Context: an optimization exercise on an open-source flow, tuned for small area, a short achievable clock period and few clock cycles. The choices shown serve that exercise and are no tape-out recipe.
Power and IR drop assume default switching activity.

==> flow/design.v <==
`default_nettype none
package bus_pkg;
    typedef logic [31:0] addr_t;
    typedef logic [31:0] word_t;
    typedef logic [3:0] strobe_t;
    typedef enum logic [1:0] {
        MSIZE1 = 2'd0,    
        MSIZE4 = 2'd2     
    } msize_t;
    localparam addr_t RESET_PC = 32'hbfc00000;
endpackage
`default_nettype wire
`default_nettype none
package mips_pkg;
    localparam int OPC_LSB = 26;
    localparam int OPC_W   = 6;
    localparam int RS_LSB  = 21;
    localparam int RT_LSB  = 16;
    localparam int RD_LSB  = 11;
    localparam int REG_W   = 5;
    localparam int IMM_W   = 16;
    typedef enum logic [5:0] {
        OP_SPECIAL = 6'h00,
        OP_BEQ     = 6'h04,
        OP_BNE     = 6'h05,
        OP_ADDIU   = 6'h09,
        OP_ORI     = 6'h0d,
        OP_LUI     = 6'h0f,
        OP_LW      = 6'h23,
        OP_SB      = 6'h28,
        OP_SW      = 6'h2b
    } opcode_t;
    typedef enum logic [5:0] {
        FN_ADDU = 6'h21,
        FN_SUBU = 6'h23,
        FN_AND  = 6'h24,
        FN_OR   = 6'h25,
        FN_SLT  = 6'h2a
    } funct_t;
    typedef enum logic [2:0] {
        ALU_ADD,
        ALU_SUB,
        ALU_AND,
        ALU_OR,
        ALU_SLT,    
        ALU_LUI     
    } alu_op_t;
endpackage
`default_nettype wire
`default_nettype none
module addr_translate (
    input  bus_pkg::addr_t vaddr,
    output bus_pkg::addr_t paddr,
    output logic           uncached
);
    assign paddr[27:0]  = vaddr[27:0];
    assign paddr[31:28] = (vaddr[31:30] == 2'b10) ? {3'b000, vaddr[28]} : vaddr[31:28];
    assign uncached     = (vaddr[31:29] == 3'b101);
endmodule
`default_nettype wire
`default_nettype none
module regfile (
    input  logic           clk,
    input  logic [31:1]    rsel,
    input  logic           xsel,
    input  bus_pkg::word_t xd,
    output bus_pkg::word_t rd,
    input  logic           clr,
    input  logic           we,
    input  logic [4:0]     wa,
    input  bus_pkg::word_t wd
);
    bus_pkg::word_t regs [1:31];
    always_ff @(posedge clk) begin
        for (int i = 1; i < 32; i++) begin
            if (clr || (we && wa == 5'(i))) regs[i] <= wd;
        end
    end
    always_comb begin
        rd = xd & {32{xsel}};
        for (int i = 1; i < 32; i++) begin
            rd = rd | (regs[i] & {32{rsel[i]}});
        end
    end
endmodule
`default_nettype wire
`default_nettype none
module alu (
    input  logic [4:0]     op,
    input  logic           cin,
    input  bus_pkg::word_t a,
    input  bus_pkg::word_t b,
    output bus_pkg::word_t y
);
    bus_pkg::word_t sum;
    logic           lt;
    ks_add #(.W (32)) u_add (.a (a), .b (b), .cin (cin), .s (sum));
    assign lt  = (a[31] == b[31]) ? a[31] : sum[31];
    assign y = (sum & {32{op[0]}})
             | (a & b & {32{op[1]}})
             | ((a | b) & {32{op[2]}})
             | ({31'd0, lt} & {32{op[3]}})
             | (b & {32{op[4]}});
endmodule
`default_nettype wire
`default_nettype none
module ks_add #(
    parameter int W = 32
) (
    input  logic [W-1:0] a,
    input  logic [W-1:0] b,
    input  logic         cin,
    output logic [W-1:0] s
);
    localparam int L = $clog2(W);
    logic [W-1:0] g [0:L];
    logic [W-1:0] p [0:L];
    logic [W-1:0] c;
    always_comb begin
        g[0] = a & b;
        p[0] = a ^ b;
        g[0][0] = (a[0] & b[0]) | (cin & (a[0] ^ b[0]));
        for (int l = 0; l < L; l++) begin
            for (int i = 0; i < W; i++) begin
                if (i >= (1 << l)) begin
                    g[l+1][i] = g[l][i] | (p[l][i] & g[l][i - (1 << l)]);
                    p[l+1][i] = p[l][i] & p[l][i - (1 << l)];
                end else begin
                    g[l+1][i] = g[l][i];
                    p[l+1][i] = p[l][i];
                end
            end
        end
        c[0] = cin;
        for (int i = 1; i < W; i++) c[i] = g[L][i-1];
        s = p[0] ^ c;
    end
endmodule
`default_nettype wire
`default_nettype none
module mips_core (
    input  logic             clk,
    input  logic             rst,
    output logic             mem_valid,
    output logic             mem_write,
    output logic             mem_uncached,
    output bus_pkg::addr_t   mem_addr,
    output bus_pkg::strobe_t mem_strobe,
    output bus_pkg::word_t   mem_wdata,
    input  bus_pkg::word_t   mem_rdata,
    input  logic             mem_ready
);
    logic        first;       
    logic        ex;          
    logic        dslot;       
    logic [3:0]  vtop;        
    logic [31:2] pc;          
    bus_pkg::word_t ir;
    bus_pkg::word_t a_q;      
    bus_pkg::word_t b_q;      
    bus_pkg::word_t y_q;      
    logic [31:1] rsel;        
    logic        ysel;        
    logic        clr;         
    logic        we;          
    logic [4:0]  wa;
    logic        wd_y, wd_mem;
    logic [4:0]  aop;
    logic        cin;
    logic        bpend;       
    logic        btk;         
    logic        sq;          
    logic        rpend;       
    logic [4:0]  rpend_rd;
    logic        byp_alu;     
    logic        c_br, c_bne, c_mem, c_lw, c_sb, c_r, c_imm, c_rsub;
    logic [4:0]  c_rd, c_rt, c_rop;
    logic [5:0] opc, fn;
    logic [4:0] rs, rt, rd;
    logic       is_r, is_addiu, is_ori, is_lui, is_lw, is_sw, is_sb, is_beq, is_bne;
    logic [4:0] r_op;
    logic       r_sub;
    assign opc = ir[31:26];
    assign fn  = ir[5:0];
    assign rs  = ir[25:21];
    assign rt  = ir[20:16];
    assign rd  = ir[15:11];
    always_comb begin
        r_op  = 5'b00000;
        r_sub = 1'b0;
        case (fn)
            6'h21:   r_op = 5'b00001;
            6'h23:   begin r_op = 5'b00001; r_sub = 1'b1; end
            6'h24:   r_op = 5'b00010;
            6'h25:   r_op = 5'b00100;
            6'h2a:   begin r_op = 5'b01000; r_sub = 1'b1; end
            default: r_op = 5'b00000;
        endcase
    end
    assign is_r     = (opc == 6'h00) & (r_op != 5'b00000);
    assign is_addiu = (opc == 6'h09);
    assign is_ori   = (opc == 6'h0d);
    assign is_lui   = (opc == 6'h0f);
    assign is_lw    = (opc == 6'h23);
    assign is_sw    = (opc == 6'h2b);
    assign is_sb    = (opc == 6'h28);
    assign is_beq   = (opc == 6'h04);
    assign is_bne   = (opc == 6'h05);
    assign c_br   = is_beq | is_bne;
    assign c_bne  = is_bne;
    assign c_mem  = is_lw | is_sw | is_sb;
    assign c_lw   = is_lw;
    assign c_sb   = is_sb;
    assign c_r    = is_r & (rd != 5'd0);
    assign c_imm  = is_addiu | is_ori | is_lui;
    assign c_rd   = rd;
    assign c_rt   = rt;
    assign c_rop  = r_op;
    assign c_rsub = r_sub;
    function automatic logic [31:1] onehot(input logic [4:0] r);
        for (int i = 1; i < 32; i++) onehot[i] = (r == 5'(i));
    endfunction
    bus_pkg::word_t rdata, alu_y, wdata;
    assign wdata  = ({32{wd_y}} & y_q) | ({32{wd_mem}} & mem_rdata);
    regfile u_rf (
        .clk (clk),
        .rsel (rsel), .xsel (ysel), .xd (y_q), .rd (rdata),
        .clr (clr), .we (we), .wa (wa), .wd (wdata)
    );
    alu u_alu (.op (aop), .cin (cin), .a (a_q), .b (b_q), .y (alu_y));
    logic        eq, fastbr, az, taken, sbr, go_data, nex;
    logic [31:2] pc_inc, pc_tgt;
    bus_pkg::addr_t xinc, xtgt, xdat, xred, nseq;
    logic        unc_d;
    logic [4:0]  nrs;
    assign eq      = (a_q == rdata);
    assign fastbr  = (rt == 5'd0);
    assign az      = (a_q == '0);
    assign taken   = ex & c_br & fastbr & (az ^ c_bne);
    assign sbr     = ex & c_br & ~fastbr;
    assign go_data = ex & c_mem;
    assign nex     = ~go_data & ~taken & ~sq;
    assign pc_inc  = pc + 30'd1;
    ks_add #(.W (30)) u_tgt (.a (pc), .b ({{14{ir[15]}}, ir[15:0]}), .cin (1'b0), .s (pc_tgt));
    addr_translate u_xi (.vaddr ({pc_inc, 2'b00}), .paddr (xinc), .uncached ());
    addr_translate u_xt (.vaddr ({pc_tgt, 2'b00}), .paddr (xtgt), .uncached ());
    addr_translate u_xd (.vaddr (alu_y), .paddr (xdat), .uncached (unc_d));
    addr_translate u_xr (.vaddr (y_q), .paddr (xred), .uncached ());
    assign nseq = go_data ? xdat : xinc;
    assign nrs  = dslot ? rs : mem_rdata[25:21];
    assign mem_valid = 1'b1;
    assign mem_wdata = b_q;
    always_ff @(posedge clk) begin
        if (rst) begin
            first     <= 1'b1;
            ex        <= 1'b0;
            dslot     <= 1'b0;
            vtop      <= 4'hb;
            mem_addr  <= 32'h1fc00000;
            mem_write <= 1'b0;
            clr       <= 1'b1;        
            we        <= 1'b0;
            wd_y      <= 1'b0;
            wd_mem    <= 1'b0;
            rpend     <= 1'b0;
            bpend     <= 1'b0;
            sq        <= 1'b0;
        end else begin
            first <= mem_ready;
            clr   <= 1'b0;
            if (mem_ready) begin
                if (!dslot) ir <= mem_rdata;
                dslot     <= go_data;
                ex        <= nex;
                mem_addr  <= sq ? xred : (taken ? xtgt : nseq);
                if (!go_data) vtop <= sq ? y_q[31:28] : (taken ? pc_tgt[31:28] : pc_inc[31:28]);
                sq        <= 1'b0;
                bpend     <= sbr;
                btk       <= eq ^ c_bne;
                mem_write <= go_data & ~c_lw;
                if (go_data) begin
                    mem_uncached <= unc_d;
                    mem_strobe   <= c_sb ? (4'b0001 << alu_y[1:0]) : 4'b1111;
                end
                if (ex) b_q <= c_sb ? {4{rdata[7:0]}} : (c_rsub ? ~rdata : rdata);
                if (ex & c_imm) y_q <= alu_y;
                if (sbr) y_q <= {pc_tgt, 2'b00};
                aop      <= c_rop;
                cin      <= c_rsub;
                rpend    <= ex & c_r;
                rpend_rd <= c_rd;
                byp_alu  <= ex & c_r & (c_rd == nrs);
                we       <= (ex & c_imm) | (go_data & c_lw);
                wa       <= c_rt;
                wd_y     <= ex & c_imm;
                wd_mem   <= go_data & c_lw;
            end else if (first) begin
                if (!dslot) pc <= {vtop, mem_addr[27:2]};
                bpend <= 1'b0;
                if (bpend & btk) begin
                    sq <= 1'b1;
                    ex <= 1'b0;
                end
                if (rpend) y_q <= alu_y;
                if (rpend) begin
                    we   <= 1'b1;
                    wa   <= rpend_rd;
                    wd_y <= 1'b1;
                end else if (!dslot) begin
                    we   <= 1'b0;
                    wd_y <= 1'b0;
                end
                if (ex) begin
                    a_q    <= byp_alu ? alu_y : rdata;
                    b_q    <= is_lui ? {ir[15:0], 16'h0000} :
                              is_ori ? {16'h0000, ir[15:0]} : {{16{ir[15]}}, ir[15:0]};
                    aop    <= is_ori ? 5'b00100 : is_lui ? 5'b10000 : 5'b00001;
                    cin    <= 1'b0;
                end
            end else begin
                if (!dslot) we <= 1'b0;
                if (ex & c_imm) y_q <= alu_y;
            end
        end
    end
    always_ff @(posedge clk) begin
        if (mem_ready) begin
            rsel <= (ex & c_imm & (c_rt == nrs)) ? '0 : onehot(nrs);
            ysel <= ex & c_imm & (c_rt == nrs) & (nrs != 5'd0);
        end else if (first) begin
            rsel <= (rpend & (rpend_rd == rt)) ? '0 : onehot(rt);
            ysel <= rpend & (rpend_rd == rt);
        end else begin
            rsel <= onehot(rt);    
            ysel <= 1'b0;
        end
    end
endmodule
`default_nettype wire
`default_nettype none
module soc_top (
    input  logic             clk,
    input  logic             rst,
    output logic             mem_valid,
    output logic             mem_write,
    output logic             mem_uncached,
    output bus_pkg::addr_t   mem_addr,
    output bus_pkg::strobe_t mem_strobe,
    output bus_pkg::word_t   mem_wdata,
    input  bus_pkg::word_t   mem_rdata,
    input  logic             mem_ready
);
    mips_core core (
        .clk, .rst,
        .mem_valid, .mem_write, .mem_uncached, .mem_addr, .mem_strobe, .mem_wdata,
        .mem_rdata, .mem_ready
    );
endmodule
`default_nettype wire
clock: 12.0 ns
lec_check: 0
cap_margin: 30
core_margin: 2
core_utilization: 55
slew_margin: 30
standard.sh (not shown) runs the stock make flow with config.mk's settings and CLKGATE_MAP_FILE= SYNTH_SCRIPT=/design/flow/synth_recipe.tcl, a recipe that flattens the netlist after the stock synthesis.
==> flow/flow/run.sh <==
#!/bin/bash
# Standard layout (the standard.sh) with timing repair aimed well below
# the 12 ns period. Gate cloning is skipped: it left high-fanout nets that
# failed the slew check after routing. The clock tree uses larger sink
# clusters and no dummy loads: fewer buffers and a shorter insertion delay.
set -o pipefail
bash standard.sh SETUP_SLACK_MARGIN=8.8 SKIP_GATE_CLONING=1 \
  "CTS_ARGS=-sink_clustering_enable -repair_clock_nets -sink_clustering_size 30 -sink_clustering_max_diameter 70 -dont_use_dummy_load" \
  finish > standard_make.log 2>&1
Next try:
--- a/flow/design.v
+++ b/flow/design.v
@@ -167,9 +167,6 @@
     logic        wd_y, wd_mem;
     logic [4:0]  aop;
     logic        cin;
-    logic        bpend;       
-    logic        btk;         
-    logic        sq;          
     logic        rpend;       
     logic [4:0]  rpend_rd;
     logic        byp_alu;     
@@ -228,24 +225,20 @@
         .clr (clr), .we (we), .wa (wa), .wd (wdata)
     );
     alu u_alu (.op (aop), .cin (cin), .a (a_q), .b (b_q), .y (alu_y));
-    logic        eq, fastbr, az, taken, sbr, go_data, nex;
+    logic        eq, taken, go_data, nex;
     logic [31:2] pc_inc, pc_tgt;
-    bus_pkg::addr_t xinc, xtgt, xdat, xred, nseq;
+    bus_pkg::addr_t xinc, xtgt, xdat, nseq;
     logic        unc_d;
     logic [4:0]  nrs;
     assign eq      = (a_q == rdata);
-    assign fastbr  = (rt == 5'd0);
-    assign az      = (a_q == '0);
-    assign taken   = ex & c_br & fastbr & (az ^ c_bne);
-    assign sbr     = ex & c_br & ~fastbr;
+    assign taken   = ex & c_br & (eq ^ c_bne);
     assign go_data = ex & c_mem;
-    assign nex     = ~go_data & ~taken & ~sq;
+    assign nex     = ~go_data & ~taken;
     assign pc_inc  = pc + 30'd1;
     ks_add #(.W (30)) u_tgt (.a (pc), .b ({{14{ir[15]}}, ir[15:0]}), .cin (1'b0), .s (pc_tgt));
     addr_translate u_xi (.vaddr ({pc_inc, 2'b00}), .paddr (xinc), .uncached ());
     addr_translate u_xt (.vaddr ({pc_tgt, 2'b00}), .paddr (xtgt), .uncached ());
     addr_translate u_xd (.vaddr (alu_y), .paddr (xdat), .uncached (unc_d));
-    addr_translate u_xr (.vaddr (y_q), .paddr (xred), .uncached ());
     assign nseq = go_data ? xdat : xinc;
     assign nrs  = dslot ? rs : mem_rdata[25:21];
     assign mem_valid = 1'b1;
@@ -263,8 +256,6 @@
             wd_y      <= 1'b0;
             wd_mem    <= 1'b0;
             rpend     <= 1'b0;
-            bpend     <= 1'b0;
-            sq        <= 1'b0;
         end else begin
             first <= mem_ready;
             clr   <= 1'b0;
@@ -272,11 +263,8 @@
                 if (!dslot) ir <= mem_rdata;
                 dslot     <= go_data;
                 ex        <= nex;
-                mem_addr  <= sq ? xred : (taken ? xtgt : nseq);
-                if (!go_data) vtop <= sq ? y_q[31:28] : (taken ? pc_tgt[31:28] : pc_inc[31:28]);
-                sq        <= 1'b0;
-                bpend     <= sbr;
-                btk       <= eq ^ c_bne;
+                mem_addr  <= taken ? xtgt : nseq;
+                if (!go_data) vtop <= taken ? pc_tgt[31:28] : pc_inc[31:28];
                 mem_write <= go_data & ~c_lw;
                 if (go_data) begin
                     mem_uncached <= unc_d;
@@ -284,7 +272,6 @@
                 end
                 if (ex) b_q <= c_sb ? {4{rdata[7:0]}} : (c_rsub ? ~rdata : rdata);
                 if (ex & c_imm) y_q <= alu_y;
-                if (sbr) y_q <= {pc_tgt, 2'b00};
                 aop      <= c_rop;
                 cin      <= c_rsub;
                 rpend    <= ex & c_r;
@@ -296,11 +283,6 @@
                 wd_mem   <= go_data & c_lw;
             end else if (first) begin
                 if (!dslot) pc <= {vtop, mem_addr[27:2]};
-                bpend <= 1'b0;
-                if (bpend & btk) begin
-                    sq <= 1'b1;
-                    ex <= 1'b0;
-                end
                 if (rpend) y_q <= alu_y;
                 if (rpend) begin
                     we   <= 1'b1;
Global-route usage fell by 0.91 points.
Cell area rose by 0.75%.
Non-clock buffer count rose by 57.
Power fell by 2.0%.
Core utilization rose by 1.3 points.
Die area fell by 0.66%.
Setup slack got worse by 270 ps.
Wire length fell by 1.2%.
Sequential power hardly moves.
Worst hold slack got worse by 5.6 ps.
Synthesized cell count fell by 2.0%.
Via count fell by 1.3%.
Function was not checked in any run of this note: the RTL went through the layout flow alone.

==> afterwards: timing with drivers on the ports <==
In the flow no input, the clock included, has a driving cell. The finished layouts below were timed again as built, in two steps. Step 1: set_driving_cell puts a clkbuf_16 on clk and a buf_2 on each other input, an assumption about the parent block. Step 2 moves the port delays by t, midway between the first and last clock arrival at a register: inputs arrive t later, outputs are due t later. That takes back most of the time a late clock gives input paths. a / b / c = no drivers / after step 1 / after step 2; a / b = the first two.
run | shift t [ns] | setup slack, ns | cell pins on the clock port's net
the first run | 0.707 | 8.264 / 8.193 / 8.024 | 1
the second run | 0.782 | 7.991 / 7.991 / 7.793 | 1
After both steps every run listed still meets setup and hold. For the first run, which loses most, drivers alone change the setup slack by -0.071 ns; drivers and shift together by -0.240 ns.
